This design comes from an exercise in tuning for small area, a short achievable clock period and few clock cycles on the open sky130 flow, not from production work.
No functional check of the RTL was part of any run shown here.
Power is estimated from default activity; no workload was simulated.

<file path="design/flow/config.mk">
export PLATFORM = sky130hd
export DESIGN_NAME = equity_top
export DESIGN_NICKNAME = equity_top
export VERILOG_FILES = /design/flow/design.v
export SDC_FILE = /design/flow/constraint.sdc
export NUM_CORES = 4
export LEC_CHECK = 0
export ABC_AREA = 1
export CAP_MARGIN = 20
export CORE_MARGIN = 2
export CORE_UTILIZATION = 30
export SLEW_MARGIN = 20
</file>
<file path="design/flow/constraint.sdc">
create_clock -name core_clock -period 12.5 [get_ports {clock}]
set_input_delay 2.5000 -clock core_clock [delete_from_list [all_inputs] [get_ports {clock}]]
set_output_delay 2.5000 -clock core_clock [all_outputs]
set_load 0.01 [all_outputs]
</file>
<file path="design/flow/design.v">
`timescale 1ns/1ns
module equity_regs
(
	input  logic                        clock,
	input  logic                        rst_n,
	input  logic                        awvalid,
	output logic                        awready,
	input  logic [5-1:0]          awaddr,
	input  logic                        wvalid,
	output logic                        wready,
	input  logic [32-1:0]          wdata,
	output logic                        bvalid,
	input  logic                        bready,
	output logic [1:0]                  bresp,
	input  logic                        arvalid,
	output logic                        arready,
	input  logic [5-1:0]          araddr,
	output logic                        rvalid,
	input  logic                        rready,
	output logic [32-1:0]          rdata,
	output logic [1:0]                  rresp,
	input  logic                        fin,        
	input  logic                        fin_bad,    
	input  logic [10-1:0]           win_count,
	input  logic [10-1:0]           nl_count,   
	output logic                        go,         
	output logic                        err,        
	output logic [32-1:0]          hole_word,
	output logic [32-1:0]          flop_word
);
	localparam logic [1:0] RESP_OKAY   = 2'b00;
	localparam logic [1:0] RESP_SLVERR = 2'b10;
	localparam logic [2:0] IDX_CTRL   = 3'(5'h00 >> 2);
	localparam logic [2:0] IDX_STATUS = 3'(5'h04 >> 2);
	localparam logic [2:0] IDX_HOLE   = 3'(5'h08 >> 2);
	localparam logic [2:0] IDX_FLOP   = 3'(5'h0C >> 2);
	localparam logic [2:0] IDX_WIN    = 3'(5'h10 >> 2);
	localparam logic [2:0] IDX_TIE    = 3'(5'h14 >> 2);
	localparam logic [2:0] IDX_LOSS   = 3'(5'h18 >> 2);
	localparam logic [2:0] IDX_BOARDS = 3'(5'h1C >> 2);
	logic [32-1:0] hole_q;
	logic [32-1:0] flop_q;
	logic               busy;
	logic               done_flag;
	logic               err_flag;
	logic               wr_hs;  
	logic               wr_ok;
	logic               rd_hs;
	logic               rd_ok;
	logic [2:0]         wr_idx;
	logic [2:0]         rd_idx;
	logic [32-1:0] rd_word;
	logic [10-1:0]  tie_count;
	logic [10-1:0]  loss_count;
	logic [10-1:0]  board_count;
	assign awready = !bvalid;  
	assign wready  = !bvalid;
	assign arready = !rvalid;  
	assign wr_hs   = awvalid && wvalid && !bvalid;
	assign rd_hs   = arvalid && !rvalid;
	assign wr_idx = awaddr[5-1:2];
	assign rd_idx = araddr[5-1:2];
	assign rd_ok  = araddr[1:0] == 2'b00;  
	assign wr_ok = awaddr[1:0] == 2'b00 && !busy
		&& (wr_idx == IDX_CTRL || wr_idx == IDX_HOLE || wr_idx == IDX_FLOP);
	assign go    = wr_hs && wr_ok && wr_idx == IDX_CTRL && wdata[0];
	assign hole_word = hole_q;
	assign flop_word = flop_q;
	assign err       = err_flag;
	always_ff @(posedge clock)
	begin
		if (!rst_n)
		begin
			bvalid    <= 1'b0;
			rvalid    <= 1'b0;
			busy      <= 1'b0;
			done_flag <= 1'b0;
			err_flag  <= 1'b0;
		end
		else
		begin
			if (wr_hs)
				bvalid <= 1'b1;
			else if (bready)
				bvalid <= 1'b0;
			if (rd_hs)
				rvalid <= 1'b1;
			else if (rready)
				rvalid <= 1'b0;
			if (go)
			begin
				busy      <= 1'b1;
				done_flag <= 1'b0;
				err_flag  <= 1'b0;
			end
			else if (fin)
			begin
				busy      <= 1'b0;
				done_flag <= 1'b1;
				err_flag  <= fin_bad;
			end
		end
	end
	always_ff @(posedge clock)
	begin
		if (wr_hs)
			bresp <= wr_ok ? RESP_OKAY : RESP_SLVERR;
		if (wr_hs && wr_ok && wr_idx == IDX_HOLE)
			hole_q <= wdata;
		if (wr_hs && wr_ok && wr_idx == IDX_FLOP)
			flop_q <= wdata;
		if (rd_hs)
		begin
			rdata <= rd_word;
			rresp <= rd_ok ? RESP_OKAY : RESP_SLVERR;
		end
	end
	assign tie_count   = nl_count - win_count;
	assign loss_count  = err_flag ? '0 : 10'(990) - nl_count;
	assign board_count = err_flag ? '0 : 10'(990);
	always_comb
	begin
		rd_word = '0;
		if (rd_ok)
			case (rd_idx)
				IDX_STATUS: rd_word = 32'({err_flag, done_flag, busy});
				IDX_HOLE:   rd_word = hole_q;
				IDX_FLOP:   rd_word = flop_q;
				IDX_WIN:    rd_word = 32'(win_count);
				IDX_TIE:    rd_word = 32'(tie_count);
				IDX_LOSS:   rd_word = 32'(loss_count);
				IDX_BOARDS: rd_word = 32'(board_count);
				default:    rd_word = '0;
			endcase
	end
endmodule
`timescale 1ns/1ns
module board_enumerator
(
	input  logic                  clock,
	input  logic                  rst_n,
	input  logic                  go,
	input  logic [32-1:0]    hole_word,
	input  logic [32-1:0]    flop_word,
	output logic [4*13-1:0] base0,     
	output logic [4*13-1:0] base1,
	output logic [1:0]            cand,      
	output logic [1:0]            k4,        
	output logic [1:0]            k5,        
	output logic [7:0]            fmax,      
	output logic                  same,      
	output logic [1:0]            pv,        
	output logic                  first,     
	output logic                  fin,       
	output logic                  fin_bad,   
	output logic [2*13-1:0] one,       
	output logic [2*13-1:0] two,       
	output logic [1:0]            eqab,      
	output logic [9:0]            live_a,    
	output logic [9:0]            live_b,
	output logic [11:0]           fcmp       
);
	localparam logic [3:0] TOP = 4'(13 - 1);
	logic [5:0]          card [7];  
	logic [13-1:0] oh [7];    
	logic [3:0]          sh [7];    
	logic                cfg_bad_n;
	logic                cfg_bad;   
	logic                dup_seen;  
	logic [3:0]          spec;      
	logic                valid_b;
	logic [3:0]          ge3_n [2];
	logic [3:0]          ge4_n [2];
	logic [3:0]          eq5_n [2];
	logic [3:0]          ge3 [2];   
	logic [3:0]          fm_n [2];  
	logic [4*13-1:0] base_n [2];
	for (genvar i = 0; i < 4; i++)
	begin : g_hole
		assign card[i] = hole_word[8*i +: 6];
	end
	for (genvar i = 0; i < 3; i++)
	begin : g_flop
		assign card[4+i] = flop_word[8*i +: 6];
	end
	always_comb
	begin
		cfg_bad_n = 1'b0;
		for (int i = 0; i < 7; i++)
		begin
			if (card[i][3:0] > TOP)
				cfg_bad_n = 1'b1;
			for (int r = 0; r < 13; r++)
				oh[i][r] = card[i][3:0] == 4'(r);
			for (int s = 0; s < 4; s++)
				sh[i][s] = card[i][5:4] == 2'(s);
		end
	end
	function automatic logic [2:0] ones4(input logic [3:0] v);
		case (v)
			4'b0000:                                     ones4 = 3'd0;
			4'b0001, 4'b0010, 4'b0100, 4'b1000:          ones4 = 3'd1;
			4'b0111, 4'b1011, 4'b1101, 4'b1110:          ones4 = 3'd3;
			4'b1111:                                     ones4 = 3'd4;
			default:                                     ones4 = 3'd2;
		endcase
	endfunction
	for (genvar p = 0; p < 2; p++)
	begin : g_player
		logic       f1, f2, f3, h1, h2;
		always_comb
		begin
			for (int r = 0; r < 13; r++)
			begin
				f1 = oh[4][r] || oh[5][r] || oh[6][r];
				f2 = (oh[4][r] && oh[5][r]) || (oh[4][r] && oh[6][r]) || (oh[5][r] && oh[6][r]);
				f3 = oh[4][r] && oh[5][r] && oh[6][r];
				h1 = oh[2*p][r] || oh[2*p+1][r];
				h2 = oh[2*p][r] && oh[2*p+1][r];
				base_n[p][4*r]   = f1 || h1;
				base_n[p][4*r+1] = f2 || (f1 && h1) || h2;
				base_n[p][4*r+2] = f3 || (f2 && h1) || (f1 && h2);
				base_n[p][4*r+3] = (f3 && h1) || (f2 && h2);
			end
			for (int s = 0; s < 4; s++)
			begin
				f1 = sh[4][s] || sh[5][s] || sh[6][s];
				f2 = (sh[4][s] && sh[5][s]) || (sh[4][s] && sh[6][s]) || (sh[5][s] && sh[6][s]);
				f3 = sh[4][s] && sh[5][s] && sh[6][s];
				h1 = sh[2*p][s] || sh[2*p+1][s];
				h2 = sh[2*p][s] && sh[2*p+1][s];
				ge3_n[p][s] = f3 || (f2 && h1) || (f1 && h2);
				ge4_n[p][s] = (f3 && h1) || (f2 && h2);
				eq5_n[p][s] = f3 && h2;
			end
		end
	end
	function automatic logic [3:0] top16(input logic [15:0] m);
		logic [1:0] t4 [4];
		logic [3:0] any4;
		for (int i = 0; i < 4; i++)
		begin
			any4[i] = |m[4*i +: 4];
			t4[i]   = m[4*i+3] ? 2'd3 : m[4*i+2] ? 2'd2 : m[4*i+1] ? 2'd1 : 2'd0;
		end
		top16 = any4[3] ? {2'd3, t4[3]} : any4[2] ? {2'd2, t4[2]} : any4[1] ? {2'd1, t4[1]} : {2'd0, t4[0]};
	endfunction
	always_comb
	begin
		logic [6:0]          in_a;
		logic [13-1:0] fl;
		logic [13-1:0] m0;
		logic [13-1:0] m1;
		for (int i = 0; i < 7; i++)
			in_a[i] = |(sh[i] & ge3[0]);
		for (int r = 0; r < 13; r++)
		begin
			fl[r] = (oh[4][r] && in_a[4]) || (oh[5][r] && in_a[5]) || (oh[6][r] && in_a[6]);
			m0[r] = fl[r] || (oh[0][r] && in_a[0]) || (oh[1][r] && in_a[1]);
			m1[r] = fl[r] || (oh[2][r] && in_a[2]) || (oh[3][r] && in_a[3]);
		end
		fm_n[0] = top16(16'(m0));
		fm_n[1] = top16(16'(m1));
	end
	always_ff @(posedge clock)
	begin
		cfg_bad <= cfg_bad_n;
		base0   <= base_n[0];
		base1   <= base_n[1];
		ge3[0]  <= ge3_n[0];
		ge3[1]  <= ge3_n[1];
		k4      <= {|ge4_n[1], |ge4_n[0]};
		k5      <= {|eq5_n[1], |eq5_n[0]};
		fmax    <= {fm_n[1], fm_n[0]};
	end
	assign cand    = {|ge3[1], |ge3[0]};
	assign same    = |(ge3[0] & ge3[1]);
	assign valid_b = cand[1] && !same;
	assign spec    = ge3[0] | ge3[1];
	function automatic logic [4:0] occ_of(input logic [3:0] x, input logic [41:0] cs, input logic [27:0] ss);
		logic [3:0] seen;
		logic       dup;
		seen = '0;
		dup  = 1'b0;
		for (int i = 0; i < 7; i++)
		begin
			dup  = dup || (|(seen & ss[4*i +: 4]) && cs[6*i +: 4] == x);
			seen = seen | ({4{cs[6*i +: 4] == x}} & ss[4*i +: 4]);
		end
		occ_of = {dup, seen};
	endfunction
	logic [41:0] cs;
	logic [27:0] ss;
	logic [1:0]  dup_a;
	always_comb
		for (int i = 0; i < 7; i++)
		begin
			cs[6*i +: 6] = card[i];
			ss[4*i +: 4] = sh[i];
		end
	function automatic logic [4:0] live_of(input logic [3:0] occ, input logic [3:0] sp,
		input logic [3:0] sa, input logic [3:0] sb, input logic vb);
		live_of = {ones4(~occ & ~sp), vb && |(sb & ~occ), |(sa & ~occ)};
	endfunction
	logic [1:0] run;    
	logic [7:0] a;      
	logic [7:0] b;
	logic [1:0] lane_fin;
	for (genvar l = 0; l < 2; l++)
	begin : g_lane
		localparam logic [3:0] A0   = l == 0 ? 4'd0 : 4'd4;   
		localparam logic [3:0] AEND = l == 0 ? 4'd3 : TOP;    
		logic [3:0] la;
		logic [3:0] lb;
		logic [4:0] oa;
		logic [4:0] ob;
		logic [3:0] m0;
		logic [3:0] m1;
		assign la = a[4*l +: 4];
		assign lb = b[4*l +: 4];
		assign oa = occ_of(la, cs, ss);
		assign ob = occ_of(lb, cs, ss);
		assign dup_a[l] = oa[4];
		assign lane_fin[l] = run[l] && la == AEND && lb == TOP;
		assign m0 = fmax[3:0];
		assign m1 = fmax[7:4];
		always_ff @(posedge clock)
		begin
			if (!rst_n)
			begin
				run[l] <= 1'b0;
				pv[l]  <= 1'b0;
			end
			else
			begin
				if (go)
					run[l] <= 1'b1;
				else if (lane_fin[l])
					run[l] <= 1'b0;
				pv[l] <= run[l];
			end
		end
		always_ff @(posedge clock)
		begin
			if (!run[l] || lane_fin[l])
			begin
				a[4*l +: 4] <= A0;
				b[4*l +: 4] <= A0;
			end
			else if (lb == TOP)
			begin
				a[4*l +: 4] <= la + 4'd1;
				b[4*l +: 4] <= la + 4'd1;
			end
			else
				b[4*l +: 4] <= lb + 4'd1;
		end
		always_ff @(posedge clock)
		begin
			for (int r = 0; r < 13; r++)
			begin
				one[13*l + r] <= la == 4'(r) || lb == 4'(r);
				two[13*l + r] <= la == 4'(r) && lb == 4'(r);
			end
			eqab[l]            <= la == lb;
			live_a[5*l +: 5]   <= live_of(oa[3:0], spec, ge3[0], ge3[1], valid_b);
			live_b[5*l +: 5]   <= live_of(ob[3:0], spec, ge3[0], ge3[1], valid_b);
			fcmp[6*l +: 6] <= {m0 > m1 && m0 > lb, m0 == m1 || (lb >= m0 && lb >= m1),
				m0 > m1 && m0 > la, m0 == m1 || (la >= m0 && la >= m1),
				m0 > m1, m0 == m1};
		end
	end
	always_ff @(posedge clock)
	begin
		if (!rst_n)
			fin <= 1'b0;
		else
			fin <= lane_fin[0];
		first   <= run[0] && a[3:0] == 4'd0 && b[3:0] == 4'd0;
		fin_bad <= cfg_bad || dup_seen || dup_a[0];
	end
	always_ff @(posedge clock)
	begin
		if (!rst_n || go)
			dup_seen <= 1'b0;
		else
			dup_seen <= dup_seen || (run[0] && dup_a[0]) || (run[1] && dup_a[1]);
	end
endmodule
`timescale 1ns/1ns
module hand_ranker
(
	input  logic [4*13-1:0] base,      
	input  logic [13-1:0]   one,       
	input  logic [13-1:0]   two,       
	output logic [6:0]            strength
);
	localparam logic [2:0] CAT_HIGH       = 3'd0;
	localparam logic [2:0] CAT_PAIR       = 3'd1;
	localparam logic [2:0] CAT_TWO_PAIR   = 3'd2;
	localparam logic [2:0] CAT_TRIPS      = 3'd3;
	localparam logic [2:0] CAT_STRAIGHT   = 3'd4;
	localparam logic [2:0] CAT_FULL_HOUSE = 3'd6;
	localparam logic [2:0] CAT_QUADS      = 3'd7;
	logic [13-1:0] present;
	logic [13-1:0] pair;     
	logic [13-1:0] trip;     
	logic [13-1:0] quad;
	logic [13-1:0] str_top;  
	logic                has_trip;
	logic                has_trip2;
	logic                has_pair;
	logic                has_pair2;
	logic [3:0]          top_quad;
	logic [3:0]          top_trip;
	logic [3:0]          top_pair;
	logic [3:0]          top_str;
	logic [3:0]          top_high;
	always_comb
	begin
		for (int r = 0; r < 13; r++)
		begin
			logic b1, b2, b3, b4;
			logic t2, t3, t4;
			b1 = base[4*r];
			b2 = base[4*r+1];
			b3 = base[4*r+2];
			b4 = base[4*r+3];
			present[r] = b1 || one[r];
			t2 = b2 || (b1 && one[r]) || two[r];
			t3 = b3 || (b2 && one[r]) || (b1 && two[r]);
			t4 = b4 || (b3 && one[r]) || (b2 && two[r]);
			pair[r] = t2 && !t3;
			trip[r] = t3 && !t4;
			quad[r] = t4;
		end
	end
	always_comb
	begin
		str_top = '0;
		str_top[3] = present[13-1] && &present[3:0];
		for (int t = 4; t < 13; t++)
			str_top[t] = &present[t -: 5];
	end
	function automatic logic [1:0] any_two(input logic [15:0] m);
		logic [7:0] any1, two1;
		logic [3:0] any2, two2;
		logic [1:0] any3, two3;
		for (int i = 0; i < 8; i++)
		begin
			any1[i] = m[2*i] || m[2*i+1];
			two1[i] = m[2*i] && m[2*i+1];
		end
		for (int i = 0; i < 4; i++)
		begin
			any2[i] = any1[2*i] || any1[2*i+1];
			two2[i] = two1[2*i] || two1[2*i+1] || (any1[2*i] && any1[2*i+1]);
		end
		for (int i = 0; i < 2; i++)
		begin
			any3[i] = any2[2*i] || any2[2*i+1];
			two3[i] = two2[2*i] || two2[2*i+1] || (any2[2*i] && any2[2*i+1]);
		end
		any_two = {two3[0] || two3[1] || (any3[0] && any3[1]), any3[0] || any3[1]};
	endfunction
	function automatic logic [3:0] top16(input logic [15:0] m);
		logic [1:0] t4 [4];
		logic [3:0] any4;
		for (int i = 0; i < 4; i++)
		begin
			any4[i] = |m[4*i +: 4];
			t4[i]   = m[4*i+3] ? 2'd3 : m[4*i+2] ? 2'd2 : m[4*i+1] ? 2'd1 : 2'd0;
		end
		top16 = any4[3] ? {2'd3, t4[3]} : any4[2] ? {2'd2, t4[2]} : any4[1] ? {2'd1, t4[1]} : {2'd0, t4[0]};
	endfunction
	assign {has_trip2, has_trip} = any_two(16'(trip));
	assign {has_pair2, has_pair} = any_two(16'(pair));
	assign top_quad = top16(16'(quad));
	assign top_trip = top16(16'(trip));
	assign top_pair = top16(16'(pair));
	assign top_str  = top16(16'(str_top));
	assign top_high = top16(16'(present));
	always_comb
	begin
		if (|quad)
			strength = {CAT_QUADS, top_quad};
		else if (has_trip && (has_pair || has_trip2))
			strength = {CAT_FULL_HOUSE, top_trip};
		else if (|str_top)
			strength = {CAT_STRAIGHT, top_str};
		else if (has_trip)
			strength = {CAT_TRIPS, top_trip};
		else if (has_pair2)
			strength = {CAT_TWO_PAIR, top_pair};
		else if (has_pair)
			strength = {CAT_PAIR, top_pair};
		else
			strength = {CAT_HIGH, top_high};
	end
endmodule
`timescale 1ns/1ns
module pair_tally
(
	input  logic              clock,
	input  logic              rst_n,
	input  logic              pv,
	input  logic              eqab,
	input  logic [5:0]        fcmp,       
	input  logic [4:0]        live_a,     
	input  logic [4:0]        live_b,
	input  logic [13:0]       strength,   
	input  logic [1:0]        cand,
	input  logic [1:0]        k4,
	input  logic [1:0]        k5,
	input  logic              same,
	output logic              v2,
	output logic [4:0]        win_sum,    
	output logic [4:0]        nl_sum      
);
	localparam int T_N = 0;
	localparam int T_A = 1;
	localparam int T_B = 2;
	localparam int C_NN = 0;
	localparam int C_NA = 1;
	localparam int C_NB = 2;
	localparam int C_AN = 3;
	localparam int C_AA = 4;
	localparam int C_AB = 5;
	localparam int C_BN = 6;
	localparam int C_BA = 7;
	localparam int C_BB = 8;
	logic        v1;
	logic [13:0] nf1;
	logic [4:0]  w_nn1;
	logic [1:0]  w_na1, w_nb1, w_an1, w_bn1;
	logic [3:0]  w_x1;    
	logic [5:0]  fcmp1;   
	logic [4:0]  w_nn;
	logic [1:0]  w_na, w_nb, w_an, w_bn;
	logic [3:0]  w_x;
	logic [4:0]  win_n;
	logic [4:0]  nl_n;
	always_ff @(posedge clock)
	begin
		if (!rst_n)
		begin
			v1 <= 1'b0;
			v2 <= 1'b0;
		end
		else
		begin
			v1 <= pv;
			v2 <= v1;
		end
	end
	function automatic logic [4:0] pairs(input logic [2:0] x, input logic [2:0] y, input logic one_rank);
		if (one_rank)
			case (x)
				3'd2:    pairs = 5'd1;
				3'd3:    pairs = 5'd3;
				3'd4:    pairs = 5'd6;
				default: pairs = 5'd0;
			endcase
		else
			pairs = 5'(x * y);
	endfunction
	always_comb
	begin
		logic [2:0] na, nb;
		logic       aa, ab, ba, bb;  
		na = live_a[4:2];
		nb = live_b[4:2];
		aa = live_a[0];
		ba = live_a[1];
		ab = live_b[0];
		bb = live_b[1];
		w_nn = pairs(na, nb, eqab);
		if (!eqab)
		begin
			w_na = 2'(na & {3{ab}});
			w_nb = 2'(na & {3{bb}});
			w_an = 2'(nb & {3{aa}});
			w_bn = 2'(nb & {3{ba}});
			w_x  = {ba && bb, ba && ab, aa && bb, aa && ab};
		end
		else
		begin
			w_na = '0;
			w_nb = '0;
			w_an = 2'(na & {3{aa}});
			w_bn = 2'(na & {3{ba}});
			w_x  = {1'b0, 1'b0, aa && ba, 1'b0};
		end
	end
	always_ff @(posedge clock)
	begin
		nf1     <= strength;
		w_nn1   <= w_nn;
		w_na1   <= w_na;
		w_nb1   <= w_nb;
		w_an1   <= w_an;
		w_bn1   <= w_bn;
		w_x1    <= w_x;
		fcmp1   <= fcmp;
		win_sum <= win_n;
		nl_sum  <= nl_n;
	end
	function automatic logic [1:0] cmp7(input logic [6:0] x, input logic [6:0] y);
		logic [6:0] g, e;
		logic       gt;
		g  = x & ~y;
		e  = ~(x ^ y);
		gt = 1'b0;
		for (int i = 0; i < 7; i++)
		begin
			logic t;
			t = g[i];
			for (int j = i + 1; j < 7; j++)
				t = t && e[j];
			gt = gt || t;
		end
		cmp7 = {gt, &e};
	endfunction
	logic [8:0] win_c;
	logic [8:0] nl_c;
	always_comb
	begin
		logic [6:0] s0, s1;
		logic       lo0, lo1, gt, eq;
		logic       in0a, in0b, in1a, in1b;
		logic [1:0] c0, c1;
		logic       f0, f1, fl0, fl1;
		logic       win, tie;
		s0  = nf1[6:0];
		s1  = nf1[13:7];
		lo0 = !(s0[6] && s0[5]);  
		lo1 = !(s1[6] && s1[5]);
		{gt, eq} = cmp7(s0, s1);
		for (int ta = 0; ta < 3; ta++)
			for (int tb = 0; tb < 3; tb++)
			begin
				in0a = ta == T_A;
				in0b = tb == T_A;
				in1a = (ta == T_A && same) || ta == T_B;
				in1b = (tb == T_A && same) || tb == T_B;
				c0 = 2'(in0a) + 2'(in0b);
				c1 = 2'(in1a) + 2'(in1b);
				f0 = cand[0] && (k5[0] || (k4[0] && c0 != 2'd0) || c0 == 2'd2);
				f1 = cand[1] && (k5[1] || (k4[1] && c1 != 2'd0) || c1 == 2'd2);
				fl0 = f0 && lo0;
				fl1 = f1 && lo1;
				if (fl0 && fl1)
				begin
					if (in0b)
						{win, tie} = fcmp1[5:4];
					else if (in0a)
						{win, tie} = fcmp1[3:2];
					else
						{win, tie} = fcmp1[1:0];
				end
				else if (fl0)
				begin
					win = lo1;
					tie = 1'b0;
				end
				else if (fl1)
				begin
					win = !lo0;
					tie = 1'b0;
				end
				else
				begin
					win = gt;
					tie = eq;
				end
				win_c[ta*3+tb] = win;
				nl_c[ta*3+tb]  = win || tie;
			end
	end
	function automatic logic [4:0] boards(input logic [8:0] hit,
		input logic [4:0] nn, input logic [1:0] na, input logic [1:0] nb,
		input logic [1:0] an, input logic [1:0] bn, input logic [3:0] x);
		logic [2:0] sa, sb, s1;
		sa = (hit[C_NA] ? 3'(na) : 3'd0) + (hit[C_NB] ? 3'(nb) : 3'd0);
		sb = (hit[C_AN] ? 3'(an) : 3'd0) + (hit[C_BN] ? 3'(bn) : 3'd0);
		s1 = 3'(hit[C_AA] && x[0]) + 3'(hit[C_AB] && x[1]) + 3'(hit[C_BA] && x[2]) + 3'(hit[C_BB] && x[3]);
		boards = (hit[C_NN] ? nn : 5'd0) + 5'(sa) + 5'(sb) + 5'(s1);
	endfunction
	assign win_n = boards(win_c, w_nn1, w_na1, w_nb1, w_an1, w_bn1, w_x1);
	assign nl_n  = boards(nl_c, w_nn1, w_na1, w_nb1, w_an1, w_bn1, w_x1);
endmodule
module outcome_tally
(
	input  logic                          clock,
	input  logic                          rst_n,
	input  logic [2-1:0]           pv,
	input  logic                          first,      
	input  logic                          fin,
	input  logic                          err,        
	input  logic [2-1:0]           eqab,
	input  logic [6*2-1:0]         fcmp,
	input  logic [5*2-1:0]         live_a,     
	input  logic [5*2-1:0]         live_b,
	input  logic [14*2-1:0]        strength,   
	input  logic [1:0]                    cand,
	input  logic [1:0]                    k4,
	input  logic [1:0]                    k5,
	input  logic                          same,
	output logic [10-1:0]             win_count,
	output logic [10-1:0]             nl_count    
);
	logic [2-1:0] v2;
	logic [4:0]          win_sum [2];
	logic [4:0]          nl_sum [2];
	logic [10-1:0]   win_inc;
	logic [10-1:0]   nl_inc;
	logic                first1, first2;
	logic                last1, last2;
	for (genvar l = 0; l < 2; l++)
	begin : g_lane
		pair_tally i_lane
		(
			.clock    (clock),
			.rst_n    (rst_n),
			.pv       (pv[l]),
			.eqab     (eqab[l]),
			.fcmp     (fcmp[6*l +: 6]),
			.live_a   (live_a[5*l +: 5]),
			.live_b   (live_b[5*l +: 5]),
			.strength (strength[14*l +: 14]),
			.cand     (cand),
			.k4       (k4),
			.k5       (k5),
			.same     (same),
			.v2       (v2[l]),
			.win_sum  (win_sum[l]),
			.nl_sum   (nl_sum[l])
		);
	end
	always_ff @(posedge clock)
	begin
		if (!rst_n)
		begin
			last1 <= 1'b0;
			last2 <= 1'b0;
		end
		else
		begin
			last1 <= fin;
			last2 <= last1;
		end
		first1 <= first;
		first2 <= first1;
	end
	assign win_inc = (v2[0] ? 10'(win_sum[0]) : '0) + (v2[1] ? 10'(win_sum[1]) : '0);
	assign nl_inc  = (v2[0] ? 10'(nl_sum[0]) : '0) + (v2[1] ? 10'(nl_sum[1]) : '0);
	always_ff @(posedge clock)
	begin
		if (v2[0])
		begin
			if (last2 && err)
			begin
				win_count <= '0;
				nl_count  <= '0;
			end
			else if (first2)
			begin
				win_count <= win_inc;
				nl_count  <= nl_inc;
			end
			else
			begin
				win_count <= win_count + win_inc;
				nl_count  <= nl_count + nl_inc;
			end
		end
	end
endmodule
`timescale 1ns/1ns
module equity_top
(
	input  logic               clock,
	input  logic               rst_n,
	input  logic               awvalid,
	output logic               awready,
	input  logic [5-1:0] awaddr,
	input  logic               wvalid,
	output logic               wready,
	input  logic [32-1:0] wdata,
	output logic               bvalid,
	input  logic               bready,
	output logic [1:0]         bresp,
	input  logic               arvalid,
	output logic               arready,
	input  logic [5-1:0] araddr,
	output logic               rvalid,
	input  logic               rready,
	output logic [32-1:0] rdata,
	output logic [1:0]         rresp
);
	logic                          go;
	logic                          err;
	logic                          fin;
	logic                          fin_bad;
	logic                          first;
	logic [32-1:0]            hole_word;
	logic [32-1:0]            flop_word;
	logic [4*13-1:0]         base0;
	logic [4*13-1:0]         base1;
	logic [1:0]                    cand;
	logic [1:0]                    k4;
	logic [1:0]                    k5;
	logic [7:0]                    fmax;
	logic                          same;
	logic [2-1:0]           pv;
	logic [2-1:0]           eqab;
	logic [6*2-1:0]         fcmp;
	logic [13*2-1:0]  one;
	logic [13*2-1:0]  two;
	logic [5*2-1:0]         live_a;
	logic [5*2-1:0]         live_b;
	logic [14*2-1:0]        strength;
	logic [10-1:0]             win_count;
	logic [10-1:0]             nl_count;
	equity_regs i_regs
	(
		.clock     (clock),
		.rst_n     (rst_n),
		.awvalid   (awvalid),
		.awready   (awready),
		.awaddr    (awaddr),
		.wvalid    (wvalid),
		.wready    (wready),
		.wdata     (wdata),
		.bvalid    (bvalid),
		.bready    (bready),
		.bresp     (bresp),
		.arvalid   (arvalid),
		.arready   (arready),
		.araddr    (araddr),
		.rvalid    (rvalid),
		.rready    (rready),
		.rdata     (rdata),
		.rresp     (rresp),
		.fin       (fin),
		.fin_bad   (fin_bad),
		.win_count (win_count),
		.nl_count  (nl_count),
		.go        (go),
		.err       (err),
		.hole_word (hole_word),
		.flop_word (flop_word)
	);
	board_enumerator i_enum (.*);
	for (genvar l = 0; l < 2; l++)
	begin : g_lane
		hand_ranker i_rank0
		(
			.base     (base0),
			.one      (one[13*l +: 13]),
			.two      (two[13*l +: 13]),
			.strength (strength[14*l +: 7])
		);
		hand_ranker i_rank1
		(
			.base     (base1),
			.one      (one[13*l +: 13]),
			.two      (two[13*l +: 13]),
			.strength (strength[14*l+7 +: 7])
		);
	end
	outcome_tally i_tally (.*);
endmodule
</file>
<file path="design/flow/flow/run.sh">
#!/bin/bash
# Standard layout, with timing repair aimed well below the clock period
cp standard.sh standard_sh_copy.log
export SETUP_SLACK_MARGIN=9.0
bash standard.sh > standard.log 2>&1
</file>
<file path="design/flow/standard.sh">
#!/bin/bash
# synth_recipe.tcl (not shown) runs the flow's synth.tcl, then flattens the netlist and writes it again
# the make line also repeats each setting of config.mk as NAME=value (left out here)
make -C /OpenROAD-flow-scripts/flow DESIGN_CONFIG=/design/flow/config.mk WORK_HOME=/design/flow/orfs CLKGATE_MAP_FILE= SYNTH_SCRIPT=/design/flow/synth_recipe.tcl "${@:-finish}"
</file>
==> run notes, run 1 <==
status: complete, no violations
Required @ worst endpoint: 13.03 ns
die width: 338 um
PD cells: 82.8 nW/um^2
synthesized flop and latch total: 456
Post-synth top cells: nand2_1 (1179), inv_1 (759), nor2_1 (666), dfxtp_1 (338), nand3_1 (322)
clock insertion delay at the later pin of the skew report: 0.63 ns
syn_area_per_cell: 6.72 sq um
largest net degree at the start of global routing: 34
antenna violation net count after detailed routing: 0
CP max FO: 13
sequential area share after synthesis: 30.8%
Final Skew: 0.0321 ns
Fin. Hold Viols: 0
clock root cell: clkbuf_16
Starting Density: 30.2%
post-DP HPWL: 108000 um
met3 Track Usage GR: 3.64%
TritonCTS clock tree: yes
vias in the first global route: 32300
min-delay worst type: reg -> reg
IO Pins: 90
Hold EP: i_tally.g_lane[1].i_lane.fcmp1[5]
Nets: 5324
antenna violations before repair: 12
Slew Limit Fails: 0
R2R depth: 22
CTS Buf Count: 48
RR Startpoint: i_enum.ge3[0][3]
Initial DRC Count: 3646
element type at the critical path start: flop
Worst EP arrival: 5.13 ns
Die Y-Extent: 338 um
reg2reg end: i_tally.g_lane[0].i_lane.win_sum[4]
Post-Synthesis Cells: 4975
largest cells by area after synthesis: dfxtp_1 (20%), nand2_1 (13%), edfxtp_1 (11%)
Core ar.: 111000 sq um
routed wire length: 134000 um
Tot GR Track Use: 23.0%
CTS max path bufs: 3
fin crit period: 4.60 ns
Die ar.: 114000 sq um
Hold Slack: 0.326 ns
Synth area leader: dfxtp_1
Tcrit/Tclk final: 36.8%
GRT overflow: 0
dpl cells: 6458
DRC errors left: 0
first-pass GRT wire length: 198000 um
Post-synth EDFFs: 118
layout cells sized above 1: 11.9%
H-tree depth: 2
DRT Pass-1 Iters: 6
flop-to-flop setup slack: 7.90 ns
Ys Warns: 23
critical setup path kind: reg -> reg
Worst Hold Path Cells: 0
Top Usage Layer GRT: met2
gpl congestion: 1.09
CTS sink cnt: 456
routed length per placed instance: 20.2 um
final setup violation count: 0
cts hold-fix bufs: 0
via count: 34300
area grow syn2layout: 15.4%
CTS clock-pin slew for the worst setup and hold paths: 0.06 ns
Mapped Area: 33400 sq um
# rows: 122
vias per inst: 5.17
Synth Flop Type: dfxtp_1
Max Cap Viol: 0
met1 global-route usage: 30.2%
Finished Layout Cells: 6624
Max-Slew Margin vs Limit: 30.7%
top-count cell post-synth: nand2_1
hold path start: i_enum.fcmp[11]
Leak: 0.0177 uW
number of I/O port buffers: 87
Unique masters post-synth: 78
Worst-Margin Slew: 1.03 ns
Worst Setup End Kind: flop
met2 GRT Util: 36.8%
Sum Neg Setup Slack: 0 ns
peak supply drop: 0.0000939 V
Post-synth ARST share: 0%
RSZ-0062 raised after global routing: true
Yosys top cell area share: 20.2%
highest clock rate: 217 MHz
## layer usage
metal / up-vias / share of wire (%)
li1: 16400 / -
met1: 16000 / 42
met2: 1502 / 44
met3: 302 / 8.1
met4: 12 / 5.4
met5: - / 0.052
## state kept, by name (all words and copies together) (netlist names), 10 cells and up
name	cells
i_regs.hole_q	32
i_tally.g_lane.i_lane.w_nn1	10
i_tally.g_lane.i_lane.nf1	28
i_enum.base0	52
i_tally.win_count	10
i_tally.g_lane.i_lane.win_sum	10
i_tally.nl_count	10
i_enum.live_b	10
i_tally.g_lane.i_lane.fcmp1	10
i_enum.one	26
i_enum.fcmp	10
i_tally.g_lane.i_lane.nl_sum	10
i_enum.live_a	10
i_regs.flop_q	32
i_enum.two	26
i_enum.base1	52
i_regs.rdata	32
## final cells by class
class,instances,area (sq um)
fill,11900,72100
multi-input combinational,3612,20100
sequential,456,10300
inverter,811,3080
tap,1488,1860
timing repair buffer,164,1460
clock buffer,63,1410
clock inverter,26,289
timing repair inverter,1,7.51
antenna,3,7.51
## worst max-delay path: stages, from the launching register on
cell      delay (ns)
dfxtp_1         0.43
inv_4           0.13
o21ai_4         0.21
nor2_4          0.07
buf_4           0.16
nor2_2          0.15
nand2_1         0.10
o22ai_1         0.11
nand2_1         0.09
o211ai_1        0.16
inv_1           0.11
nand2_2         0.10
fa_1            0.41
fa_1            0.54
inv_1           0.05
fa_1            0.46
fa_2            0.38
fa_2            0.37
nand3_2         0.09
nand2_2         0.07
xnor2_2         0.14
xnor2_1         0.14
inv_1           0.05
## cells by family after synthesis
group / count (synthesis) / share of synthesized area [%]
and+or+nand+nor: 2494 / 32.4
buffers and inverters: 910 / 11.1
AOI/OAI and AO/OA: 830 / 15.3
DFF: 456 / 30.8
adders and majority gates: 181 / 7.70
xor gates and xnor gates: 103 / 2.72
other: 1 / 0.0112
## power by group
part | internal, uW | switching [uW] | total (uW)
combinational | 54.5 | 79.0 | 134
sequential | 1530 | 11.6 | 1540
clock | 871 | 651 | 1520
total | 2450 | 742 | 3200
## worst max-delay path by stage
| stage | startpoint | end | slack [ns] | depth (start not counted) |
|---|---|---|---|---|
| after global placement | i_enum.ge3[0][2] | i_tally.g_lane[1].i_lane.nl_sum[4] | 7.06 | 26 |
| after detailed placement | i_enum.ge3[0][2] | i_tally.g_lane[1].i_lane.nl_sum[4] | 7.14 | 26 |
| after CTS | i_tally.g_lane[1].i_lane.nf1[10] | i_tally.g_lane[1].i_lane.nl_sum[4] | 7.91 | 27 |
| after global routing | i_enum.ge3[1][0] | i_tally.g_lane[0].i_lane.win_sum[4] | 7.63 | 24 |
| final | i_enum.ge3[0][3] | i_tally.g_lane[0].i_lane.win_sum[4] | 7.90 | 22 |
| after floorplan | i_tally.g_lane[1].i_lane.nf1[9] | i_tally.g_lane[1].i_lane.nl_sum[4] | 8.10 | 27 |
## per-stage QoR
stage                     worst slack [ns]  instance area (sq um)  power (uW)  utilization, %
after global routing                  7.63                  38600        3290            34.9
after CTS                             7.91                  38100        3210            34.5
after global placement                7.06                  35800        1690            32.3
final                                 7.90                  38600        3200            34.9
after floorplan                       8.10                  33700        1630               -
after detailed placement              7.14                  35800        1690            32.3
## what timing repair did
item | in CTS | in global routing
buffers inserted | 46 | 20
setup endpoints to repair | 190 | 127
gates resized for setup | 302 | 67
gates cloned | 6 | 2
endpoints found under the hold margin | 0 | 0
pin swaps | 46 | 31
## cell usage in the layout, fill, tap and decap left out, types with 72 or more instances in the layout
cell / netlist / routed
inv_1: 759 / 725
ha_1: 140 / 127
a21oi_1: 261 / 248
edfxtp_1: 118 / 118
o22ai_1: 106 / 105
dfxtp_1: 338 / 316
inv_2: 45 / 72
nand2_1: 1179 / 1160
nand3_1: 322 / 315
o21ai_0: 165 / 159
nor2_1: 666 / 645
==> run 2, diff against run 1 <==
--- a/design/flow/design.v
+++ b/design/flow/design.v
@@ -156,3 +156,2 @@
 	output logic [2*13-1:0] one,       
-	output logic [2*13-1:0] two,       
 	output logic [1:0]            eqab,      
@@ -308,2 +307,6 @@
 	logic [1:0] lane_fin;
+	logic       m0_gt;
+	logic       m0_eq;
+	assign m0_gt = fmax[3:0] > fmax[7:4];
+	assign m0_eq = fmax[3:0] == fmax[7:4];
 	for (genvar l = 0; l < 2; l++)
@@ -318,2 +321,3 @@
 		logic [3:0] m1;
+		logic       g0a, g1a, g0b, g1b;
 		assign la = a[4*l +: 4];
@@ -326,2 +330,6 @@
 		assign m1 = fmax[7:4];
+		assign g0a = m0 > la;
+		assign g1a = m1 > la;
+		assign g0b = m0 > lb;
+		assign g1b = m1 > lb;
 		always_ff @(posedge clock)
@@ -360,6 +368,3 @@
 			for (int r = 0; r < 13; r++)
-			begin
 				one[13*l + r] <= la == 4'(r) || lb == 4'(r);
-				two[13*l + r] <= la == 4'(r) && lb == 4'(r);
-			end
 			eqab[l]            <= la == lb;
@@ -367,5 +372,4 @@
 			live_b[5*l +: 5]   <= live_of(ob[3:0], spec, ge3[0], ge3[1], valid_b);
-			fcmp[6*l +: 6] <= {m0 > m1 && m0 > lb, m0 == m1 || (lb >= m0 && lb >= m1),
-				m0 > m1 && m0 > la, m0 == m1 || (la >= m0 && la >= m1),
-				m0 > m1, m0 == m1};
+			fcmp[6*l +: 6] <= {m0_gt && g0b, m0_eq || (!g0b && !g1b),
+				m0_gt && g0a, m0_eq || (!g0a && !g1a), m0_gt, m0_eq};
 		end
@@ -516,4 +520,4 @@
 	output logic              v2,
-	output logic [4:0]        win_sum,    
-	output logic [4:0]        nl_sum      
+	output logic [13:0]       win_part,   
+	output logic [13:0]       nl_part     
 );
@@ -540,4 +544,4 @@
 	logic [3:0]  w_x;
-	logic [4:0]  win_n;
-	logic [4:0]  nl_n;
+	logic [13:0] win_n;
+	logic [13:0] nl_n;
 	always_ff @(posedge clock)
@@ -604,4 +608,4 @@
 		fcmp1   <= fcmp;
-		win_sum <= win_n;
-		nl_sum  <= nl_n;
+		win_part <= win_n;
+		nl_part  <= nl_n;
 	end
@@ -679,3 +683,3 @@
 	end
-	function automatic logic [4:0] boards(input logic [8:0] hit,
+	function automatic logic [13:0] parts(input logic [8:0] hit,
 		input logic [4:0] nn, input logic [1:0] na, input logic [1:0] nb,
@@ -686,6 +690,6 @@
 		s1 = 3'(hit[C_AA] && x[0]) + 3'(hit[C_AB] && x[1]) + 3'(hit[C_BA] && x[2]) + 3'(hit[C_BB] && x[3]);
-		boards = (hit[C_NN] ? nn : 5'd0) + 5'(sa) + 5'(sb) + 5'(s1);
+		parts = {sa, sb, s1, hit[C_NN] ? nn : 5'd0};
 	endfunction
-	assign win_n = boards(win_c, w_nn1, w_na1, w_nb1, w_an1, w_bn1, w_x1);
-	assign nl_n  = boards(nl_c, w_nn1, w_na1, w_nb1, w_an1, w_bn1, w_x1);
+	assign win_n = parts(win_c, w_nn1, w_na1, w_nb1, w_an1, w_bn1, w_x1);
+	assign nl_n  = parts(nl_c, w_nn1, w_na1, w_nb1, w_an1, w_bn1, w_x1);
 endmodule
@@ -712,6 +716,6 @@
 	logic [2-1:0] v2;
-	logic [4:0]          win_sum [2];
-	logic [4:0]          nl_sum [2];
-	logic [10-1:0]   win_inc;
-	logic [10-1:0]   nl_inc;
+	logic [13:0]         win_part [2];
+	logic [13:0]         nl_part [2];
+	logic [10-1:0]   win1;        
+	logic [10-1:0]   nl1;
 	logic                first1, first2;
@@ -735,4 +739,4 @@
 			.v2       (v2[l]),
-			.win_sum  (win_sum[l]),
-			.nl_sum   (nl_sum[l])
+			.win_part (win_part[l]),
+			.nl_part  (nl_part[l])
 		);
@@ -754,4 +758,21 @@
 	end
-	assign win_inc = (v2[0] ? 10'(win_sum[0]) : '0) + (v2[1] ? 10'(win_sum[1]) : '0);
-	assign nl_inc  = (v2[0] ? 10'(nl_sum[0]) : '0) + (v2[1] ? 10'(nl_sum[1]) : '0);
+	function automatic logic [10-1:0] part_sum(input logic [13:0] p);
+		part_sum = 10'(p[4:0]) + 10'(p[7:5]) + 10'(p[10:8]) + 10'(p[13:11]);
+	endfunction
+	always_ff @(posedge clock)
+	begin
+		if (v2[1])
+		begin
+			if (first2)
+			begin
+				win1 <= part_sum(win_part[1]);
+				nl1  <= part_sum(nl_part[1]);
+			end
+			else
+			begin
+				win1 <= win1 + part_sum(win_part[1]);
+				nl1  <= nl1 + part_sum(nl_part[1]);
+			end
+		end
+	end
 	always_ff @(posedge clock)
@@ -767,4 +788,9 @@
 			begin
-				win_count <= win_inc;
-				nl_count  <= nl_inc;
+				win_count <= part_sum(win_part[0]);
+				nl_count  <= part_sum(nl_part[0]);
+			end
+			else if (last2)
+			begin
+				win_count <= win_count + part_sum(win_part[0]) + win1;
+				nl_count  <= nl_count + part_sum(nl_part[0]) + nl1;
 			end
@@ -772,4 +798,4 @@
 			begin
-				win_count <= win_count + win_inc;
-				nl_count  <= nl_count + nl_inc;
+				win_count <= win_count + part_sum(win_part[0]);
+				nl_count  <= nl_count + part_sum(nl_part[0]);
 			end
@@ -818,3 +844,2 @@
 	logic [13*2-1:0]  one;
-	logic [13*2-1:0]  two;
 	logic [5*2-1:0]         live_a;
@@ -856,2 +881,4 @@
 	begin : g_lane
+		logic [13-1:0] two;  
+		assign two = one[13*l +: 13] & {13{eqab[l]}};
 		hand_ranker i_rank0
@@ -860,3 +887,3 @@
 			.one      (one[13*l +: 13]),
-			.two      (two[13*l +: 13]),
+			.two      (two),
 			.strength (strength[14*l +: 7])
@@ -867,3 +894,3 @@
 			.one      (one[13*l +: 13]),
-			.two      (two[13*l +: 13]),
+			.two      (two),
 			.strength (strength[14*l+7 +: 7])
==> run 2 against run 1 <==
Compared with the run above: critical path depth rose by 5; final cell count rose by 5.7%; critical endpoint is now i_tally.win_count[9]; synthesized area rose by 5.9%; sequential share of layout area fell by 0.35 points; clock-buffer cell count rose by 6; still clean.
==> run notes, run 2 <==
Largest regs: i_enum.base0 (52), i_enum.base1 (52) (unchanged)
TritonCTS clock tree: yes (unchanged)
Post-synth EDFFs: 138 (was 118)
flop-to-flop setup slack: 7.81 ns (was 7.90 ns)
CTS sink cnt: 486 (was 456)
power share of the combinational group: 4.4% (was 4.2%)
RR Startpoint: i_tally.g_lane[0].i_lane.win_part[5] (was i_enum.ge3[0][3])
reg2reg end: i_tally.win_count[9] (was i_tally.g_lane[0].i_lane.win_sum[4])
Worst-Margin Slew: 1.10 ns (was 1.03 ns)
Metal-1 WL: 57800 um (was 56700 um)
Sum Neg Setup Slack: 0 ns (unchanged)
H-tree depth: 2 (unchanged)
fin crit period: 4.69 ns (was 4.60 ns)
top-count cell post-synth: nand2_1 (unchanged)
critical setup path kind: reg -> reg (unchanged)
Core ar.: 118000 sq um (was 111000 sq um)
PD cells: 84.4 nW/um^2 (was 82.8 nW/um^2)
status: complete, no violations (unchanged)
Hold Slack: 0.314 ns (was 0.326 ns)
Leak: 0.0194 uW (was 0.0177 uW)
Post-synth top cells: nand2_1 (1099), inv_1 (847), nor2_1 (739), a21oi_1 (354), dfxtp_1 (348) (was nand2_1 (1179), inv_1 (759), nor2_1 (666), dfxtp_1 (338), nand3_1 (322))
Yosys top cell area share: 19.7% (was 20.2%)
DRC errors left: 0 (unchanged)
CTS max path bufs: 3 (unchanged)
Nets: 5693 (was 5324)
routed wire length: 132000 um (was 134000 um)
peak supply drop: 0.0000912 V (was 0.0000939 V)
RSZ-0062 raised after global routing: true (unchanged)
largest net degree at the start of global routing: 33 (was 34)
Post-synth ARST share: 0% (unchanged)
Final Skew: 0.0527 ns (was 0.0321 ns)
Max Cap Viol: 0 (unchanged)
# rows: 126 (was 122)
cts hold-fix bufs: 0 (unchanged)
Max-Slew Margin vs Limit: 26.4% (was 30.7%)
number of I/O port buffers: 87 (unchanged)
Unique masters post-synth: 72 (was 78)
element type at the critical path start: flop (unchanged)
antenna violation net count after detailed routing: 0 (unchanged)
Int Pwr: 2740 uW (was 2450 uW)
Mapped Area: 35400 sq um (was 33400 sq um)
Switching Power: 813 uW (was 742 uW)
Tot GR Track Use: 20.9% (was 23.0%)
sequential power share: 46.3% (was 48.2%)
Tcrit/Tclk final: 37.5% (was 36.8%)
routed wl met3: 8700 um (was 10900 um)
synthesized flop and latch total: 486 (was 456)
vias per inst: 5.10 (was 5.17)
dpl cells: 6770 (was 6458)
antenna violations before repair: 3 (was 12)
first-pass GRT wire length: 196000 um (was 198000 um)
DRT Pass-1 Iters: 6 (unchanged)
min-delay worst type: reg -> reg (unchanged)
R2R depth: 27 (was 22)
Core Util, Final: 35.8% (was 34.9%)
Die ar.: 121000 sq um (was 114000 sq um)
CTS Buf Count: 54 (was 48)
Worst Hold Path Cells: 0 (unchanged)
sw frac: 22.9% (was 23.2%)
routed length per placed instance: 18.8 um (was 20.2 um)
Starting Density: 30.1% (was 30.2%)
highest clock rate: 213 MHz (was 217 MHz)
commonest non-fill, non-tap cells in the layout: nand2_1 (1085), inv_1 (810), nor2_1 (713) (was nand2_1 (1160), inv_1 (725), nor2_1 (645))
Slew Limit Fails: 0 (unchanged)
area grow syn2layout: 18.8% (was 15.4%)
Finished Layout Cells: 7000 (was 6624)
CP max FO: 3 (was 13)
Die Y-Extent: 347 um (was 338 um)
Synth Flop Type: dfxtp_1 (unchanged)
sequential area share after synthesis: 31.4% (was 30.8%)
final setup violation count: 0 (unchanged)
hold path start: i_tally.first1 (was i_enum.fcmp[11])
clock insertion delay at the later pin of the skew report: 0.65 ns (was 0.63 ns)
gpl congestion: 1.03 (was 1.09)
largest cells by area after synthesis: dfxtp_1 (20%), edfxtp_1 (12%), nand2_1 (12%) (was dfxtp_1 (20%), nand2_1 (13%), edfxtp_1 (11%))
via count: 35700 (was 34300)
Ys Warns: 23 (unchanged)
Worst Setup End Kind: flop (unchanged)
vias in the first global route: 33000 (was 32300)
CTS clock-pin slew for the worst setup and hold paths: 0.06 ns (about the same)
worst slack, placed: 7.68 ns (was 7.14 ns)
Fin. Hold Viols: 0 (unchanged)
syn_area_per_cell: 6.79 sq um (was 6.72 sq um)
clock root cell: clkbuf_16 (unchanged)
Synth area leader: dfxtp_1 (unchanged)
GRT overflow: 0 (unchanged)
die width: 347 um (was 338 um)
commonest non-fill, non-tap cell in the layout: nand2_1 (unchanged)
post-DP HPWL: 106000 um (was 108000 um)
Required @ worst endpoint: 12.91 ns (was 13.03 ns)
clock share of power: 49.2% (was 47.6%)
Post-Synthesis Cells: 5216 (was 4975)
Worst EP arrival: 5.10 ns (was 5.13 ns)
IO Pins: 90 (unchanged)
Hold EP: i_tally.first2 (was i_tally.g_lane[1].i_lane.fcmp1[5])
Initial DRC Count: 3345 (was 3646)
metal2 WL: 59300 um (was 59000 um)
final worst slack: 7.81 ns (was 7.90 ns)
layout cells sized above 1: 12.3% (was 11.9%)
highest metal used: met5 (unchanged)
-- run 2: critical path, stage by stage, from the launching register on --
cell and delay [ns]:
dfxtp_2 0.33, ha_4 0.16, fa_2 0.52, inv_2 0.04
fa_1 0.44, inv_2 0.08, ha_4 0.13, inv_2 0.04
fa_2 0.42, nor2_2 0.12, o21ai_2 0.09, xnor2_2 0.23
ha_1 0.29, a21oi_2 0.15, nand2_2 0.09, xor2_2 0.19
inv_2 0.06, ha_4 0.28, nand2_2 0.05, o21ai_2 0.13
nand2_1 0.07, nand2_1 0.07, a21oi_2 0.06, or2_4 0.22
nand3_2 0.06, nand2_1 0.05, nand2_1 0.06, nor2_1 0.04
-- run 2: timing repair --
action | in CTS | in global routing
resized for setup | 284 | 133
endpoints found under the setup margin | 209 | 135
cloned | 5 | 2
setup buffers | 73 | 47
pin swaps | 107 | 99
-- run 2: worst max-delay path by stage --
stage / startpoint / to / cells past startpoint
floorplan: i_tally.g_lane[0].i_lane.nl_part[5] / i_tally.nl_count[9] / 27
finish: i_tally.g_lane[0].i_lane.win_part[5] / i_tally.win_count[9] / 27
global placement: i_tally.g_lane[0].i_lane.nl_part[5] / i_tally.nl_count[9] / 27
detailed placement: i_tally.g_lane[0].i_lane.nl_part[5] / i_tally.nl_count[9] / 27
CTS: i_tally.g_lane[0].i_lane.win_part[0] / i_tally.win_count[9] / 27
global route: i_tally.g_lane[0].i_lane.nl_part[0] / i_tally.nl_count[9] / 28
-- run 2: metal layers --
| layer | global-route usage [%] | up-vias |
|---|---|---|
| li1 | - | 17500 |
| met1 | 27.8 | 16700 |
| met2 | 33.6 | 1307 |
| met3 | 2.81 | 257 |
| met4 | 9.06 | 2 |
| met5 | 0 | - |
-- run 2: cell type report --
| cell class | count | area [sq um] |
|---|---|---|
| diodes | 1 | 2.50 |
| clock buffers | 69 | 1510 |
| clock inverters | 33 | 469 |
| fillers | 12400 | 75600 |
| inverters | 901 | 3420 |
| multi-input cells | 3750 | 21700 |
| flip-flops and latches | 486 | 11100 |
| well taps | 1536 | 1920 |
| repair buffers | 223 | 1920 |
| repair inverters | 1 | 7.51 |
-- run 2: kinds of logic after synthesis --
kind of cell	share of synthesized area [%]
fa+ha+maj	8.94
compound gates	17.9
mux	0.0283
other cells	0.0106
flops	31.4
buf+inv	10.7
simple gates	27.5
xor+xnor	3.49
-- run 2: power groups by stage --
| stage | registers [uW] | logic (uW) | clock network (uW) |
|---|---|---|---|
| after detailed placement | 1680 | 142 | 0 |
| after CTS | 1650 | 147 | 1780 |
| final | 1650 | 158 | 1750 |
| after floorplan | 1680 | 78.0 | 0 |
| after global routing | 1650 | 173 | 1840 |
| after global placement | 1680 | 139 | 0 |
-- run 2: per-stage QoR --
| step | area, sq um | total power (uW) |
|---|---|---|
| 6_report | 42100 | 3550 |
| 5_1_grt | 42100 | 3660 |
| 4_1_cts | 41200 | 3580 |
| 3_5_place_dp | 38300 | 1820 |
| 3_3_place_gp | 38300 | 1820 |
| 2_1_floorplan | 35800 | 1760 |
==> run 3, diff against run 2 <==
--- a/design/flow/design.v
+++ b/design/flow/design.v
@@ -144,4 +144,4 @@
 	input  logic [32-1:0]    flop_word,
-	output logic [4*13-1:0] base0,     
-	output logic [4*13-1:0] base1,
+	output logic [(2*13+8)-1:0]    base0,     
+	output logic [(2*13+8)-1:0]    base1,
 	output logic [1:0]            cand,      
@@ -175,3 +175,3 @@
 	logic [3:0]          fm_n [2];  
-	logic [4*13-1:0] base_n [2];
+	logic [(2*13+8)-1:0]    base_n [2];
 	for (genvar i = 0; i < 4; i++)
@@ -209,2 +209,4 @@
 		logic       f1, f2, f3, h1, h2;
+		logic [13-1:0] c1, c2, c3, c4;
+		logic [3:0]          i3, i4;
 		always_comb
@@ -218,7 +220,15 @@
 				h2 = oh[2*p][r] && oh[2*p+1][r];
-				base_n[p][4*r]   = f1 || h1;
-				base_n[p][4*r+1] = f2 || (f1 && h1) || h2;
-				base_n[p][4*r+2] = f3 || (f2 && h1) || (f1 && h2);
-				base_n[p][4*r+3] = (f3 && h1) || (f2 && h2);
+				c1[r] = f1 || h1;
+				c2[r] = f2 || (f1 && h1) || h2;
+				c3[r] = f3 || (f2 && h1) || (f1 && h2);
+				c4[r] = (f3 && h1) || (f2 && h2);
 			end
+			i3 = '0;
+			i4 = '0;
+			for (int r = 0; r < 13; r++)
+			begin
+				i3 = i3 | ({4{c3[r]}} & 4'(r + 1));
+				i4 = i4 | ({4{c4[r]}} & 4'(r + 1));
+			end
+			base_n[p] = {i4, i3, c2, c1};
 			for (int s = 0; s < 4; s++)
@@ -396,3 +406,3 @@
 (
-	input  logic [4*13-1:0] base,      
+	input  logic [(2*13+8)-1:0]    base,      
 	input  logic [13-1:0]   one,       
@@ -428,6 +438,6 @@
 			logic t2, t3, t4;
-			b1 = base[4*r];
-			b2 = base[4*r+1];
-			b3 = base[4*r+2];
-			b4 = base[4*r+3];
+			b1 = base[r];
+			b2 = base[13 + r];
+			b3 = base[2*13 +: 4] == 4'(r + 1);
+			b4 = base[2*13+4 +: 4] == 4'(r + 1);
 			present[r] = b1 || one[r];
@@ -718,6 +728,7 @@
 	logic [13:0]         nl_part [2];
-	logic [10-1:0]   win1;        
-	logic [10-1:0]   nl1;
-	logic                first1, first2;
-	logic                last1, last2;
+	logic                v3;
+	logic [5:0]          win_inc;
+	logic [5:0]          nl_inc;
+	logic                first1, first2, first3;
+	logic                last1, last2, last3;
 	for (genvar l = 0; l < 2; l++)
@@ -749,2 +760,4 @@
 			last2 <= 1'b0;
+			last3 <= 1'b0;
+			v3    <= 1'b0;
 		end
@@ -754,2 +767,4 @@
 			last2 <= last1;
+			last3 <= last2;
+			v3    <= v2[0];
 		end
@@ -757,5 +772,6 @@
 		first2 <= first1;
+		first3 <= first2;
 	end
-	function automatic logic [10-1:0] part_sum(input logic [13:0] p);
-		part_sum = 10'(p[4:0]) + 10'(p[7:5]) + 10'(p[10:8]) + 10'(p[13:11]);
+	function automatic logic [5:0] lane_sum(input logic [13:0] p);
+		lane_sum = 6'(p[4:0]) + 6'(p[7:5]) + 6'(p[10:8]) + 6'(p[13:11]);
 	endfunction
@@ -763,15 +779,4 @@
 	begin
-		if (v2[1])
-		begin
-			if (first2)
-			begin
-				win1 <= part_sum(win_part[1]);
-				nl1  <= part_sum(nl_part[1]);
-			end
-			else
-			begin
-				win1 <= win1 + part_sum(win_part[1]);
-				nl1  <= nl1 + part_sum(nl_part[1]);
-			end
-		end
+		win_inc <= (v2[0] ? lane_sum(win_part[0]) : 6'd0) + (v2[1] ? lane_sum(win_part[1]) : 6'd0);
+		nl_inc  <= (v2[0] ? lane_sum(nl_part[0]) : 6'd0) + (v2[1] ? lane_sum(nl_part[1]) : 6'd0);
 	end
@@ -779,5 +784,5 @@
 	begin
-		if (v2[0])
+		if (v3)
 		begin
-			if (last2 && err)
+			if (last3 && err)
 			begin
@@ -786,11 +791,6 @@
 			end
-			else if (first2)
-			begin
-				win_count <= part_sum(win_part[0]);
-				nl_count  <= part_sum(nl_part[0]);
-			end
-			else if (last2)
+			else if (first3)
 			begin
-				win_count <= win_count + part_sum(win_part[0]) + win1;
-				nl_count  <= nl_count + part_sum(nl_part[0]) + nl1;
+				win_count <= 10'(win_inc);
+				nl_count  <= 10'(nl_inc);
 			end
@@ -798,4 +798,4 @@
 			begin
-				win_count <= win_count + part_sum(win_part[0]);
-				nl_count  <= nl_count + part_sum(nl_part[0]);
+				win_count <= win_count + 10'(win_inc);
+				nl_count  <= nl_count + 10'(nl_inc);
 			end
@@ -833,4 +833,4 @@
 	logic [32-1:0]            flop_word;
-	logic [4*13-1:0]         base0;
-	logic [4*13-1:0]         base1;
+	logic [(2*13+8)-1:0]            base0;
+	logic [(2*13+8)-1:0]            base1;
 	logic [1:0]                    cand;
@@ -849,2 +849,12 @@
 	logic [10-1:0]             nl_count;
+	logic                          fin1;      
+	logic                          fin_bad1;
+	always_ff @(posedge clock)
+	begin
+		if (!rst_n)
+			fin1 <= 1'b0;
+		else
+			fin1 <= fin;
+		fin_bad1 <= fin_bad;
+	end
 	equity_regs i_regs
@@ -869,4 +879,4 @@
 		.rresp     (rresp),
-		.fin       (fin),
-		.fin_bad   (fin_bad),
+		.fin       (fin1),
+		.fin_bad   (fin_bad1),
 		.win_count (win_count),
==> design/flow/flow/run.sh (replaced) <==
#!/bin/bash
# Standard layout, with timing repair aimed well below the clock period
cp standard.sh standard_sh_copy.log
export SETUP_SLACK_MARGIN=8.8
bash standard.sh > standard.log 2>&1
==> run 3 against run 2 <==
Compared with the run above: sequential power is 8% lower; non-clock buffer count shrank 107; critical path type is now reg -> out; synthesized area is 4.8% lower; final cell count fell by 2.9%; clock-buffer cell count is 7 lower; clock power down 7%; total power decreased by 8.6%; final area fell by 9.3%.
==> run notes, run 3 <==
status: complete, no violations (unchanged)
area occupied by multi-input gates: 20100 sq um (was 21700 sq um)
Worst-Margin Slew: 1.15 ns (was 1.10 ns)
top-count cell post-synth: nand2_1 (unchanged)
sequential power share: 46.5% (was 46.3%)
Post-synth EDFFs: 118 (was 138)
CP delay by family, top: flip-flops (was adder cells)
largest cells by area after synthesis: dfxtp_1 (19%), nand2_1 (13%), edfxtp_1 (11%) (was dfxtp_1 (20%), edfxtp_1 (12%), nand2_1 (12%))
Starting Density: 30.3% (was 30.1%)
Yosys top cell area share: 19.5% (was 19.7%)
commonest non-fill, non-tap cells in the layout: nand2_1 (1185), nor2_1 (910), inv_1 (779) (was nand2_1 (1085), inv_1 (810), nor2_1 (713))
vias per inst: 5.15 (was 5.10)
Nets: 5518 (was 5693)
Mapped Area: 33700 sq um (was 35400 sq um)
clock root cell: clkbuf_16 (unchanged)
antenna violation net count after detailed routing: 0 (unchanged)
CTS clock-pin slew for the worst setup and hold paths: 0.06 ns (about the same)
final worst slack: 8.77 ns (was 7.81 ns)
Worst EP arrival: 1.23 ns (was 5.10 ns)
min-delay worst type: reg -> reg (unchanged)
Largest regs: i_enum.base0 (34), i_enum.base1 (34) (was i_enum.base0 (52), i_enum.base1 (52))
Switching Power: 758 uW (was 813 uW)
Post-synth top cells: nand2_1 (1189), nor2_1 (914), inv_1 (788), dfxtp_1 (328), nand3_1 (295) (was nand2_1 (1099), inv_1 (847), nor2_1 (739), a21oi_1 (354), dfxtp_1 (348))
CTS max path bufs: 3 (unchanged)
clock insertion delay at the later pin of the skew report: 0.64 ns (was 0.65 ns)
TritonCTS clock tree: yes (unchanged)
Sum Neg Setup Slack: 0 ns (unchanged)
CP cell instances: buf_2
die width: 339 um (was 347 um)
Required @ worst endpoint: 10.00 ns (was 12.91 ns)
area grow syn2layout: 13.2% (was 18.8%)
FF/Latch Area: 10100 sq um (was 11100 sq um)
fill cell count: 12200 (was 12400)
DRC errors left: 0 (unchanged)
PD cells: 85.0 nW/um^2 (was 84.4 nW/um^2)
Die ar.: 115000 sq um (was 121000 sq um)
Tcrit/Tclk final: 29.9% (was 37.5%)
number of I/O port buffers: 87 (unchanged)
IO Pins: 90 (unchanged)
Core ar.: 111000 sq um (was 118000 sq um)
Final Skew: 0.0337 ns (was 0.0527 ns)
Max Cap Viol: 0 (unchanged)
# rows: 122 (was 126)
routed length per placed instance: 19.8 um (was 18.8 um)
CP max FO: 1 (was 3)
DRT Pass-1 Iters: 6 (unchanged)
highest clock rate: 268 MHz (was 213 MHz)
gpl congestion: 1.05 (was 1.03)
critical setup path kind: reg -> out (was reg -> reg)
worst slack, placed: 7.68 ns (about the same)
Slew Limit Fails: 0 (unchanged)
syn_area_per_cell: 6.49 sq um (was 6.79 sq um)
via count: 35000 (was 35700)
largest net degree at the start of global routing: 35 (was 33)
fin crit period: 3.73 ns (was 4.69 ns)
GRT overflow: 0 (unchanged)
worst path bufs/invs: 1 (was 4)
sw frac: 23.4% (was 22.9%)
layout cells sized above 1: 6.20% (was 12.3%)
power share of the combinational group: 3.7% (was 4.4%)
Synth Flop Type: dfxtp_1 (unchanged)
Fin. Hold Viols: 0 (unchanged)
Die Y-Extent: 339 um (was 347 um)
synthesized flop and latch total: 446 (was 486)
Synth area leader: dfxtp_1 (unchanged)
Int Pwr: 2490 uW (was 2740 uW)
Post-synth ARST share: 0% (unchanged)
first-pass GRT wire length: 197000 um (was 196000 um)
Hold Slack: 0.310 ns (was 0.314 ns)
Worst Setup End Kind: primary output (was flop)
CTS Buf Count: 51 (was 54)
critical path's slowest cell: edfxtp_1 (was fa_2)
Initial DRC Count: 3538 (was 3345)
post-DP HPWL: 110000 um (was 106000 um)
Max-Slew Margin vs Limit: 22.7% (was 26.4%)
commonest non-fill, non-tap cell in the layout: nand2_1 (unchanged)
Ys Warns: 24 (was 23)
vias in the first global route: 32400 (was 33000)
peak supply drop: 0.000112 V (was 0.0000912 V)
Post-Synthesis Cells: 5191 (was 5216)
Max stage delay on crit path: 0.43 ns (was 0.52 ns)
Leak: 0.0181 uW (was 0.0194 uW)
clock share of power: 49.8% (was 49.2%)
element type at the critical path start: flop (unchanged)
Tot GR Track Use: 22.3% (was 20.9%)
H-tree depth: 2 (unchanged)
sequential area share after synthesis: 30.0% (was 31.4%)
routed wire length: 135000 um (was 132000 um)
Unique masters post-synth: 68 (was 72)
RSZ-0062 raised after global routing: true (unchanged)
antenna violations before repair: 2 (was 3)
CTS sink cnt: 446 (was 486)
final setup violation count: 0 (unchanged)
## run 3: changes by cell type in the layout (fill, tap and decap cells not counted), moves of 21 or more
| cell | before | now |
|---|---|---|
| inv_1 | 810 | 779 |
| nor2_2 | 41 | 17 |
| a22oi_1 | 12 | 33 |
| o21ai_0 | 222 | 190 |
| nand2_1 | 1085 | 1185 |
| ha_4 | 31 | 0 |
| nor2_1 | 713 | 910 |
| a21oi_2 | 24 | 2 |
| a21oi_1 | 330 | 225 |
| o22ai_1 | 131 | 105 |
| nor3_1 | 64 | 97 |
| nand3_1 | 214 | 295 |
| inv_2 | 71 | 40 |
| buf_4 | 117 | 17 |
## run 3: cell type report
class	count	share of cell area [%]
sequential	446	26.5
multi-input combinational	3816	52.7
antenna	1	0.00656
timing repair buffer	116	2.78
clock buffer	62	3.70
tap	1488	4.88
inverter	837	8.32
clock inverter	31	1.08
## run 3: kinds of logic (layout without fill, tap and decap cells)
| logic type | after synthesis | in the layout | share of synthesized area [%] |
|---|---|---|---|
| AOI/OAI and AO/OA | 820 | 820 | 14.8 |
| xor gates and xnor gates | 98 | 98 | 2.55 |
| adders and majority gates | 201 | 201 | 8.46 |
| buffers and inverters | 931 | 1046 | 10.7 |
| DFF | 446 | 446 | 30.0 |
| other | 1 | 3 | 0.0111 |
| and+or+nand+nor | 2694 | 2695 | 33.4 |
## run 3: what timing repair did
| action | CTS | global route |
|---|---|---|
| setup buffers | 3 | 8 |
| pin swaps | 3 | 7 |
| cloned | 1 | 4 |
| hold buffers | 0 | 0 |
| endpoints found under the setup margin | 113 | 79 |
| hold endpoints to repair | 0 | 0 |
| gates resized for setup | 173 | 38 |
## run 3: worst paths after layout
check	depth (start not counted)	start	slack (ns)	endpoint
max	1	i_regs.rdata[3]	8.77	rdata[3]
min	0	i_enum.fcmp[0]	0.31	i_tally.g_lane[0].i_lane.fcmp1[0]
max reg2reg	14	i_enum.ge3[0][3]	8.98	i_tally.g_lane[0].i_lane.win_part[6]
min reg2reg	0	i_enum.fcmp[0]	0.31	i_tally.g_lane[0].i_lane.fcmp1[0]
## run 3: power groups by stage
stage | clock network (uW) | registers (uW) | logic, uW
2_1_floorplan | 0 | 1540 | 60.0
3_3_place_gp | 0 | 1540 | 119
3_5_place_dp | 0 | 1540 | 120
4_1_cts | 1650 | 1510 | 115
5_1_grt | 1710 | 1510 | 132
6_report | 1620 | 1510 | 119
## run 3: per-layer routing
metal  part of all wire (%)  vias to the layer above  GRT usage, %  wire (um)
li1                       -                    17000             -          -
met1                     45                    16200          31.3      61000
met2                     43                     1454          34.7      58100
met3                    7.2                      282          2.68       9660
met4                    4.3                        2          8.92       5790
met5                 0.0097                        -             0         13
## run 3: metrics by stage
stage	instances	total power [uW]	utilization [%]	area [sq um]
after CTS	6784	3280	34.1	37900
after global routing	6796	3350	34.3	38100
after detailed placement	6687	1660	32.5	36100
after global placement	6687	1660	32.5	36100
final	6797	3240	34.3	38100
after floorplan	5192	1600	-	33800

## port drivers added, routing unchanged
The results above use ideal ports. As a check the final layouts listed here were re-extracted and re-timed, cells and wires unchanged. Step 1 sets driving cells, clkbuf_16 on the clock port and buf_2 on the other inputs (assumed; they add their load-dependent delay and slew). Step 2, shift: input delay + t, output delay - t, t = (earliest + latest rising clock arrival at the registers) / 2. This alone moves slack from input paths to output paths. Slacks: no drivers / after step 1 / after step 2; pairs: no drivers / after step 1.
| run | shift t [ns] | setup slack, ns | hold slack, ns | worst data-port slew with drivers (ns) |
|---|---|---|---|---|
| run 1 | 0.682 | 7.897 / 7.897 / 7.897 | 0.326 / 0.326 / 0.326 | 0.06 |
| run 2 | 0.689 | 7.808 / 7.808 / 7.808 | 0.314 / 0.314 / 0.314 | 0.06 |
| run 3 | 0.689 | 8.767 / 8.704 / 8.182 | 0.310 / 0.310 / 0.310 | 0.06 |
After both steps every run listed still meets setup and hold. For run 3, which loses most, drivers alone change the setup slack by -0.063 ns; drivers and shift together by -0.585 ns.
